Source: an optimization exercise on an open RTL-to-GDS flow (aim: small area, a short achievable clock period and few clock cycles per item). Production flows keep margins and buffers that such runs may drop. At most, simulation tests tie the RTL to the original design; equivalence was not proved. Power is estimated from default activity; no workload was simulated.

the reference run:
==> flow/design.v <==
package tlbrr_pkg;
	localparam int ENTRIES    = 32;
	localparam int PAGE_BITS  = 11;
	localparam int FRAME_BITS = 10;
	localparam int SLOT_W     = $clog2(ENTRIES);
	localparam int LFSR_W     = 16;
	localparam int DEPTH      = 3;
	localparam int OUT_W      = 1 + FRAME_BITS + SLOT_W + 1;
	localparam logic [LFSR_W-1:0] LFSR_TAPS = 16'hB400;
	localparam logic [LFSR_W-1:0] LFSR_SEED = 16'hACE1;
	localparam logic [1:0] ACT_LOOKUP = 2'd0;
	localparam logic [1:0] ACT_FILL   = 2'd1;
	localparam logic [1:0] ACT_FLUSH  = 2'd2;
	typedef struct packed {
		logic [1:0]            action;
		logic [PAGE_BITS-1:0]  page_number;
		logic [FRAME_BITS-1:0] frame_number;
	} in_item_t;
	typedef struct packed {
		logic                  hit;
		logic [FRAME_BITS-1:0] found_frame;
		logic [SLOT_W-1:0]     slot;
		logic                  evicted;
	} out_item_t;
	function automatic logic [ENTRIES-1:0] first_oh(input logic [ENTRIES-1:0] vec);
		logic [ENTRIES-1:0] below;
		below[0] = 1'b0;
		for (int i = 1; i < ENTRIES; i++) begin
			below[i] = below[i-1] | vec[i-1];
		end
		first_oh = vec & ~below;
	endfunction
	function automatic logic [SLOT_W-1:0] enc(input logic [ENTRIES-1:0] oh);
		logic [SLOT_W-1:0] idx;
		idx = '0;
		for (int i = 0; i < ENTRIES; i++) begin
			if (oh[i]) begin
				idx = idx | SLOT_W'(i);
			end
		end
		enc = idx;
	endfunction
	function automatic logic [ENTRIES-1:0] dec(input logic [SLOT_W-1:0] idx);
		dec = '0;
		dec[idx] = 1'b1;
	endfunction
	function automatic logic [LFSR_W-1:0] lfsr_step(input logic [LFSR_W-1:0] cur);
		logic [LFSR_W-1:0] nxt;
		nxt = cur >> 1;
		if (cur[0]) begin
			nxt = nxt ^ LFSR_TAPS;
		end
		lfsr_step = nxt;
	endfunction
endpackage
module tlbrr_ctrl(
	input  logic                 clk,
	input  logic                 arst_n,
	input  logic                 in_valid,
	output logic                 in_stall,
	output logic                 acc,
	input  logic                 r_v,
	input  tlbrr_pkg::out_item_t r_data,
	output logic                 out_valid,
	input  logic                 out_stall,
	output tlbrr_pkg::out_item_t out_data
);
	localparam int D = tlbrr_pkg::DEPTH;
	localparam int S = D - 1;
	logic [D:0]           cnt_q;
	logic                 stall_q;
	logic                 hv_q;
	logic [tlbrr_pkg::OUT_W-1:0] h_q;
	logic [S-1:0][tlbrr_pkg::OUT_W-1:0] s_q;
	logic [S-1:0]         rd_q, wr_q;     
	logic [S:0]           sn_q;           
	logic                 pop, take, s_any, s_pop, s_push;
	logic [tlbrr_pkg::OUT_W-1:0] s_rd;
	assign acc       = in_valid & ~stall_q;
	assign in_stall  = stall_q;
	assign pop       = hv_q & ~out_stall;
	assign out_valid = hv_q;
	assign out_data  = h_q;
	assign s_any  = ~sn_q[0];
	assign take   = ~hv_q | ~out_stall;
	assign s_pop  = take & s_any;
	assign s_push = r_v & (s_any | ~take);
	always_comb begin
		s_rd = '0;
		for (int k = 0; k < S; k++) begin
			if (rd_q[k]) begin
				s_rd = s_rd | s_q[k];
			end
		end
	end
	always_ff @(posedge clk or negedge arst_n) begin
		if (!arst_n) begin
			cnt_q   <= (D + 1)'(1);
			stall_q <= 1'b0;
			hv_q    <= 1'b0;
			rd_q    <= S'(1);
			wr_q    <= S'(1);
			sn_q    <= (S + 1)'(1);
		end else begin
			if (acc && !pop) begin
				cnt_q <= {cnt_q[D-1:0], 1'b0};
			end else if (pop && !acc) begin
				cnt_q <= {1'b0, cnt_q[D:1]};
			end
			stall_q <= !pop && (cnt_q[D] || (cnt_q[D-1] && acc));
			if (take) begin
				hv_q <= s_any | r_v;
			end
			if (s_pop) begin
				rd_q <= {rd_q[S-2:0], rd_q[S-1]};
			end
			if (s_push) begin
				wr_q <= {wr_q[S-2:0], wr_q[S-1]};
			end
			if (s_push && !s_pop) begin
				sn_q <= {sn_q[S-1:0], 1'b0};
			end else if (s_pop && !s_push) begin
				sn_q <= {1'b0, sn_q[S:1]};
			end
		end
	end
	always_ff @(posedge clk) begin
		if (take) begin
			h_q <= s_any ? s_rd : r_data;
		end
		for (int k = 0; k < S; k++) begin
			if (r_v && wr_q[k]) begin
				s_q[k] <= r_data;
			end
		end
	end
endmodule
module tlbrr_datapath(
	input  logic                 clk,
	input  logic                 arst_n,
	input  logic                 cfg_we,
	input  logic                 cfg_data,
	input  logic                 acc,
	input  tlbrr_pkg::in_item_t  in_data,
	output logic                 r_v,
	output tlbrr_pkg::out_item_t r_data
);
	localparam int N  = tlbrr_pkg::ENTRIES;
	localparam int SW = tlbrr_pkg::SLOT_W;
	logic [N-1:0]                          valid_q;
	logic [N-1:0][tlbrr_pkg::PAGE_BITS-1:0]  page_q;
	logic [N-1:0][tlbrr_pkg::FRAME_BITS-1:0] frame_q;
	logic [N-1:0][SW-1:0]                  lru_q;
	logic [N-1:0][SW-1:0]                  lru;
	logic                                  used_q;
	logic                                  pu_v_q;
	logic [SW-1:0]                         pu_slot_q;
	logic                                  pu_front_q;
	logic [tlbrr_pkg::LFSR_W-1:0]          lfsr_q;
	logic                                  mode_q;
	logic [N-1:0]                          free_oh_q;
	logic                                  free_any_q;
	logic [N-1:0]                          free2_oh;
	logic                                  free2_any;
	logic                 b_v_q;
	tlbrr_pkg::in_item_t  b_q;
	logic [N-1:0]         b_match_q;
	logic [N-1:0] a_match;
	logic         a_peq;
	logic                 b_lookup, b_fill, b_flush;
	logic [N-1:0]         hit_oh, free_oh, fill_oh, vict_oh;
	logic                 hit_any, free_any;
	logic [SW-1:0]        hit_idx, free_idx, front, vict_idx, fill_idx;
	logic [tlbrr_pkg::LFSR_W-1:0] lfsr_next;
	logic [tlbrr_pkg::FRAME_BITS-1:0] hit_frame;
	logic                 use_rec;
	logic [SW-1:0]        use_slot;
	logic [N-1:0]         pu_at, pu_ge;
	assign a_peq = (b_q.page_number == in_data.page_number);
	always_comb begin
		for (int i = 0; i < N; i++) begin
			if (b_flush) begin
				a_match[i] = 1'b0;
			end else if (fill_oh[i]) begin
				a_match[i] = a_peq;
			end else begin
				a_match[i] = valid_q[i] && (page_q[i] == in_data.page_number);
			end
		end
	end
	assign b_lookup = b_v_q && (b_q.action == tlbrr_pkg::ACT_LOOKUP);
	assign b_fill   = b_v_q && (b_q.action == tlbrr_pkg::ACT_FILL);
	assign b_flush  = b_v_q && (b_q.action == tlbrr_pkg::ACT_FLUSH);
	assign hit_oh    = tlbrr_pkg::first_oh(b_match_q);
	assign hit_any   = |b_match_q;
	assign hit_idx   = tlbrr_pkg::enc(hit_oh);
	assign free_oh   = free_oh_q;
	assign free_any  = free_any_q;
	assign free2_oh  = tlbrr_pkg::first_oh(~valid_q & ~free_oh_q);
	assign free2_any = |(~valid_q & ~free_oh_q);
	assign free_idx  = tlbrr_pkg::enc(free_oh);
	assign lfsr_next = tlbrr_pkg::lfsr_step(lfsr_q);
	always_comb begin
		for (int k = 0; k < N; k++) begin
			lru[k] = lru_q[k] ^ SW'(k);
		end
	end
	assign front     = pu_front_q ? lru[1] : lru[0];
	assign vict_idx  = mode_q ? lfsr_next[SW-1:0] : front;
	assign vict_oh   = mode_q ? tlbrr_pkg::dec(lfsr_next[SW-1:0])
	                 : (pu_front_q ? tlbrr_pkg::dec(lru[1]) : tlbrr_pkg::dec(lru[0]));
	assign fill_idx  = free_any ? free_idx : vict_idx;
	assign fill_oh   = !b_fill ? '0 : (free_any ? free_oh : vict_oh);
	always_comb begin
		hit_frame = '0;
		for (int i = 0; i < N; i++) begin
			if (hit_oh[i]) begin
				hit_frame = hit_frame | frame_q[i];
			end
		end
	end
	assign use_rec  = !mode_q && ((b_lookup && hit_any) || b_fill);
	assign use_slot = b_fill ? fill_idx : hit_idx;
	assign r_v = b_v_q;
	always_comb begin
		r_data = '0;
		if (b_lookup && hit_any) begin
			r_data.hit         = 1'b1;
			r_data.found_frame = hit_frame;
			r_data.slot        = hit_idx;
		end else if (b_fill) begin
			r_data.slot    = fill_idx;
			r_data.evicted = !free_any;
		end
	end
	always_comb begin
		for (int k = 0; k < N; k++) begin
			pu_at[k] = (lru[k] == pu_slot_q);
			pu_ge[k] = (k == 0) ? pu_at[k] : (pu_ge[(k + N - 1) % N] | pu_at[k]);
		end
	end
	always_ff @(posedge clk or negedge arst_n) begin
		if (!arst_n) begin
			b_v_q   <= 1'b0;
			valid_q <= '0;
			free_oh_q  <= N'(1);
			free_any_q <= 1'b1;
			used_q  <= 1'b0;
			pu_v_q  <= 1'b0;
			pu_front_q <= 1'b0;
			lfsr_q  <= tlbrr_pkg::LFSR_SEED;
			mode_q  <= 1'b0;
			for (int k = 0; k < N; k++) begin
				lru_q[k] <= '0;
			end
		end else begin
			b_v_q <= acc;
			if (cfg_we) begin
				mode_q <= cfg_data;
			end
			if (b_flush) begin
				valid_q    <= '0;
				free_oh_q  <= N'(1);
				free_any_q <= 1'b1;
			end else begin
				valid_q <= valid_q | fill_oh;
				if (b_fill && free_any_q) begin
					free_oh_q  <= free2_oh;
					free_any_q <= free2_any;
				end
			end
			if (b_fill && !free_any && mode_q) begin
				lfsr_q <= lfsr_next;
			end
			if (use_rec) begin
				used_q <= 1'b1;
			end
			pu_v_q <= use_rec && used_q;
			pu_front_q <= use_rec && used_q && (use_slot == front);
			if (pu_v_q) begin
				for (int k = 0; k < N - 1; k++) begin
					if (pu_ge[k]) begin
						lru_q[k] <= lru[k + 1] ^ SW'(k);
					end
				end
				lru_q[N-1] <= pu_slot_q ^ SW'(N - 1);
			end
		end
	end
	always_ff @(posedge clk) begin
		b_q       <= in_data;
		b_match_q <= a_match;
		pu_slot_q <= use_slot;
		for (int i = 0; i < N; i++) begin
			if (fill_oh[i]) begin
				page_q[i]  <= b_q.page_number;
				frame_q[i] <= b_q.frame_number;
			end
		end
	end
endmodule
module tlb_lru_random_replace_top(
	input  logic                 clk,
	input  logic                 arst_n,
	input  logic                 cfg_we,
	input  logic                 cfg_data,
	input  logic                 in_valid,
	output logic                 in_stall,
	input  tlbrr_pkg::in_item_t  in_data,
	output logic                 out_valid,
	input  logic                 out_stall,
	output tlbrr_pkg::out_item_t out_data
);
	logic                 acc;
	logic                 r_v;
	tlbrr_pkg::out_item_t r_data;
	tlbrr_ctrl u_ctrl (
		.clk       (clk),
		.arst_n    (arst_n),
		.in_valid  (in_valid),
		.in_stall  (in_stall),
		.acc       (acc),
		.r_v       (r_v),
		.r_data    (r_data),
		.out_valid (out_valid),
		.out_stall (out_stall),
		.out_data  (out_data)
	);
	tlbrr_datapath u_dp (
		.clk      (clk),
		.arst_n   (arst_n),
		.cfg_we   (cfg_we),
		.cfg_data (cfg_data),
		.acc      (acc),
		.in_data  (in_data),
		.r_v      (r_v),
		.r_data   (r_data)
	);
endmodule
make LEC_CHECK=0 CAP_MARGIN=20 CORE_MARGIN=2 CORE_UTILIZATION=40 CTS_CLUSTER_DIAMETER=100 CTS_CLUSTER_SIZE=24 SETUP_SLACK_MARGIN=4.5 SLEW_MARGIN=60 finish   # period 7.5 ns
run.sh (not shown) runs the stock make flow with config.mk's settings and CLKGATE_MAP_FILE= SYNTH_SCRIPT=/design/flow/synth_recipe.tcl, a recipe that flattens the netlist after the stock synthesis.
Testbench counts of the reference run, summed over its fixed seeds: cycles 20,832, items 20,800.
[inputs] the trial run vs the reference run
-- flow/design.v --
<<< the reference run, line 159
	logic [tlbrr_pkg::LFSR_W-1:0]          lfsr_q;
	logic                                  mode_q;
	logic [N-1:0]                          free_oh_q;
	logic                                  free_any_q;
	logic [N-1:0]                          free2_oh;
	logic                                  free2_any;
>>> the trial run, line 159
	logic [tlbrr_pkg::LFSR_W-1:0]          lfsr_q;
	logic                                  mode_q;
	logic [N-1:0]                          free_ohx_q;
	logic                                  full_q;
	logic [N-1:0]                          free2_oh;
	logic                                  free2_any;
<<< the reference run, line 195
	assign hit_any   = |b_match_q;
	assign hit_idx   = tlbrr_pkg::enc(hit_oh);
	assign free_oh   = free_oh_q;
	assign free_any  = free_any_q;
	assign free2_oh  = tlbrr_pkg::first_oh(~valid_q & ~free_oh_q);
	assign free2_any = |(~valid_q & ~free_oh_q);
	assign free_idx  = tlbrr_pkg::enc(free_oh);
	assign lfsr_next = tlbrr_pkg::lfsr_step(lfsr_q);
>>> the trial run, line 195
	assign hit_any   = |b_match_q;
	assign hit_idx   = tlbrr_pkg::enc(hit_oh);
	assign free_oh   = free_ohx_q ^ N'(1);
	assign free_any  = !full_q;
	assign free2_oh  = tlbrr_pkg::first_oh(~valid_q & ~free_oh);
	assign free2_any = |(~valid_q & ~free_oh);
	assign free_idx  = tlbrr_pkg::enc(free_oh);
	assign lfsr_next = tlbrr_pkg::lfsr_step(lfsr_q);
<<< the reference run, line 244
			b_v_q   <= 1'b0;
			valid_q <= '0;
			free_oh_q  <= N'(1);
			free_any_q <= 1'b1;
			used_q  <= 1'b0;
			pu_v_q  <= 1'b0;
>>> the trial run, line 244
			b_v_q   <= 1'b0;
			valid_q <= '0;
			free_ohx_q <= '0;
			full_q     <= 1'b0;
			used_q  <= 1'b0;
			pu_v_q  <= 1'b0;
<<< the reference run, line 261
			if (b_flush) begin
				valid_q    <= '0;
				free_oh_q  <= N'(1);
				free_any_q <= 1'b1;
			end else begin
				valid_q <= valid_q | fill_oh;
				if (b_fill && free_any_q) begin
					free_oh_q  <= free2_oh;
					free_any_q <= free2_any;
				end
			end
>>> the trial run, line 261
			if (b_flush) begin
				valid_q    <= '0;
				free_ohx_q <= '0;
				full_q     <= 1'b0;
			end else begin
				valid_q <= valid_q | fill_oh;
				if (b_fill && free_any) begin
					free_ohx_q <= free2_oh ^ N'(1);
					full_q     <= !free2_any;
				end
			end
<<< the reference run, line 277
			end
			pu_v_q <= use_rec && used_q;
			pu_front_q <= use_rec && used_q && (use_slot == front);
			if (pu_v_q) begin
				for (int k = 0; k < N - 1; k++) begin
>>> the trial run, line 277
			end
			pu_v_q <= use_rec && used_q;
			pu_front_q <= use_rec && used_q &&
			              (b_fill ? (!free_any || free_idx == front) : (hit_idx == front));
			if (pu_v_q) begin
				for (int k = 0; k < N - 1; k++) begin
==> notes.md <==
The total stage count of the critical path of the trial run exceeds that of the reference run by 2. The arrival time of data at the critical path endpoint of the trial run is higher than that of the reference run. Compared with the reference run, in the trial run routed length on met1 picked up an extra about 3.4%, clock insertion delay at the later pin of the skew report lost 0.03 ns, sequential share of cell area neither gained nor lost much. Compared to the reference run, the routing of the trial run uses more wire. Between the reference run and the trial run, area after synthesis decreased. Looking at floorplan die height, the trial run sits 1.6 um below the reference run.
For the trial run, only the layout was checked, not whether the RTL still works.

* * *

RTL: the design.v shown in full above, as it stands there.
==> flow/config.mk <==
export PLATFORM = sky130hd
export DESIGN_NAME = tlb_lru_random_replace_top
export DESIGN_NICKNAME = tlb_lru_random_replace_top
export VERILOG_FILES = /design/flow/design.v
export SDC_FILE = /design/flow/constraint.sdc
export NUM_CORES = 4
export LEC_CHECK = 0
export CAP_MARGIN = 20
export CORE_MARGIN = 2
export CORE_UTILIZATION = 40
export CTS_CLUSTER_DIAMETER = 100
export CTS_CLUSTER_SIZE = 24
export SETUP_SLACK_MARGIN = 4.6
export SLEW_MARGIN = 60
==> flow/constraint.sdc <==
create_clock -name core_clock -period 7.5 [get_ports {clk}]
set_input_delay 1.5000 -clock core_clock [delete_from_list [all_inputs] [get_ports {clk}]]
set_output_delay 1.5000 -clock core_clock [all_outputs]
set_load 0.01 [all_outputs]
Testbench counts at the start, summed over its fixed seeds: cycles 20,832, items 20,800.
Then changed:
--- a/flow/design.v
+++ b/flow/design.v
@@ -163,10 +163,11 @@
 	logic [N-1:0]                          free2_oh;
 	logic                                  free2_any;
 	logic                 b_v_q;
 	tlbrr_pkg::in_item_t  b_q;
 	logic [N-1:0]         b_match_q;
+	logic [N/2-1:0]       pair_any, pair_first;
 	logic [N-1:0] a_match;
 	logic         a_peq;
 	logic                 b_lookup, b_fill, b_flush;
 	logic [N-1:0]         hit_oh, free_oh, fill_oh, vict_oh;
 	logic                 hit_any, free_any;
@@ -189,11 +190,22 @@
 		end
 	end
 	assign b_lookup = b_v_q && (b_q.action == tlbrr_pkg::ACT_LOOKUP);
 	assign b_fill   = b_v_q && (b_q.action == tlbrr_pkg::ACT_FILL);
 	assign b_flush  = b_v_q && (b_q.action == tlbrr_pkg::ACT_FLUSH);
-	assign hit_oh    = tlbrr_pkg::first_oh(b_match_q);
+	always_comb begin
+		for (int j = 0; j < N / 2; j++) begin
+			pair_any[j] = b_match_q[2*j] | b_match_q[2*j+1];
+		end
+		pair_first = '0;
+		for (int j = 0; j < N / 2; j++) begin
+			pair_first[j] = pair_any[j] && !(|(pair_any & ((N/2)'(1) << j) - (N/2)'(1)));
+		end
+		for (int i = 0; i < N; i++) begin
+			hit_oh[i] = b_match_q[i] && pair_first[i / 2];
+		end
+	end
 	assign hit_any   = |b_match_q;
 	assign hit_idx   = tlbrr_pkg::enc(hit_oh);
 	assign free_oh   = free_oh_q;
 	assign free_any  = free_any_q;
 	assign free2_oh  = tlbrr_pkg::first_oh(~valid_q & ~free_oh_q);
@@ -287,11 +299,14 @@
 			end
 		end
 	end
 	always_ff @(posedge clk) begin
 		b_q       <= in_data;
-		b_match_q <= a_match;
+		for (int j = 0; j < N / 2; j++) begin
+			b_match_q[2*j]   <= a_match[2*j];
+			b_match_q[2*j+1] <= a_match[2*j+1] && !a_match[2*j];
+		end
 		pu_slot_q <= use_slot;
 		for (int i = 0; i < N; i++) begin
 			if (fill_oh[i]) begin
 				page_q[i]  <= b_q.page_number;
 				frame_q[i] <= b_q.frame_number;
What happened:
- The changed run produced a clean layout
- clock power barely changes
- die area drops by about 2.4%
- clock skew grows by 0.0034 ns
- global-route usage is higher by 0.20 points
- setup slack is worse by 0.39 ns
- utilization rises by 1.4 points
No functional check of the RTL was part of the second run of this note.

[separate check: timing with driven ports]
Ports are ideal in the flow. The routed layouts listed here were re-timed in OpenROAD.
Step 1 assumes that a clkbuf_16 drives the clock port and a buf_2 every other input.
Step 2 moves the port delays by t, midway between the first and last clock arrival at a register: inputs arrive t later, outputs are due t later. That takes back most of the time a late clock gives input paths.
a / b / c = no drivers / after step 1 / after step 2; a / b = the first two.
| run | t (ns) | setup WS [ns] | worst setup path after step 2 | worst slew at a driven data input, ns |
|---|---|---|---|---|
| the reference run | 0.734 | 4.581 / 4.515 / 3.933 | input to register | 0.05 |
| the trial run | 0.718 | 4.554 / 4.529 / 3.939 | input to register | 0.06 |
| the first run of note 2 | 0.744 | 4.619 / 4.588 / 3.926 | input to register | 0.06 |
| the second run of note 2 | 0.732 | 4.233 / 4.233 / 3.988 | input to register | 0.07 |
After both steps every run listed still meets setup and hold. The setup slack of the first run of note 2, which loses most, moves by -0.031 ns with the drivers and by -0.693 ns with both steps.
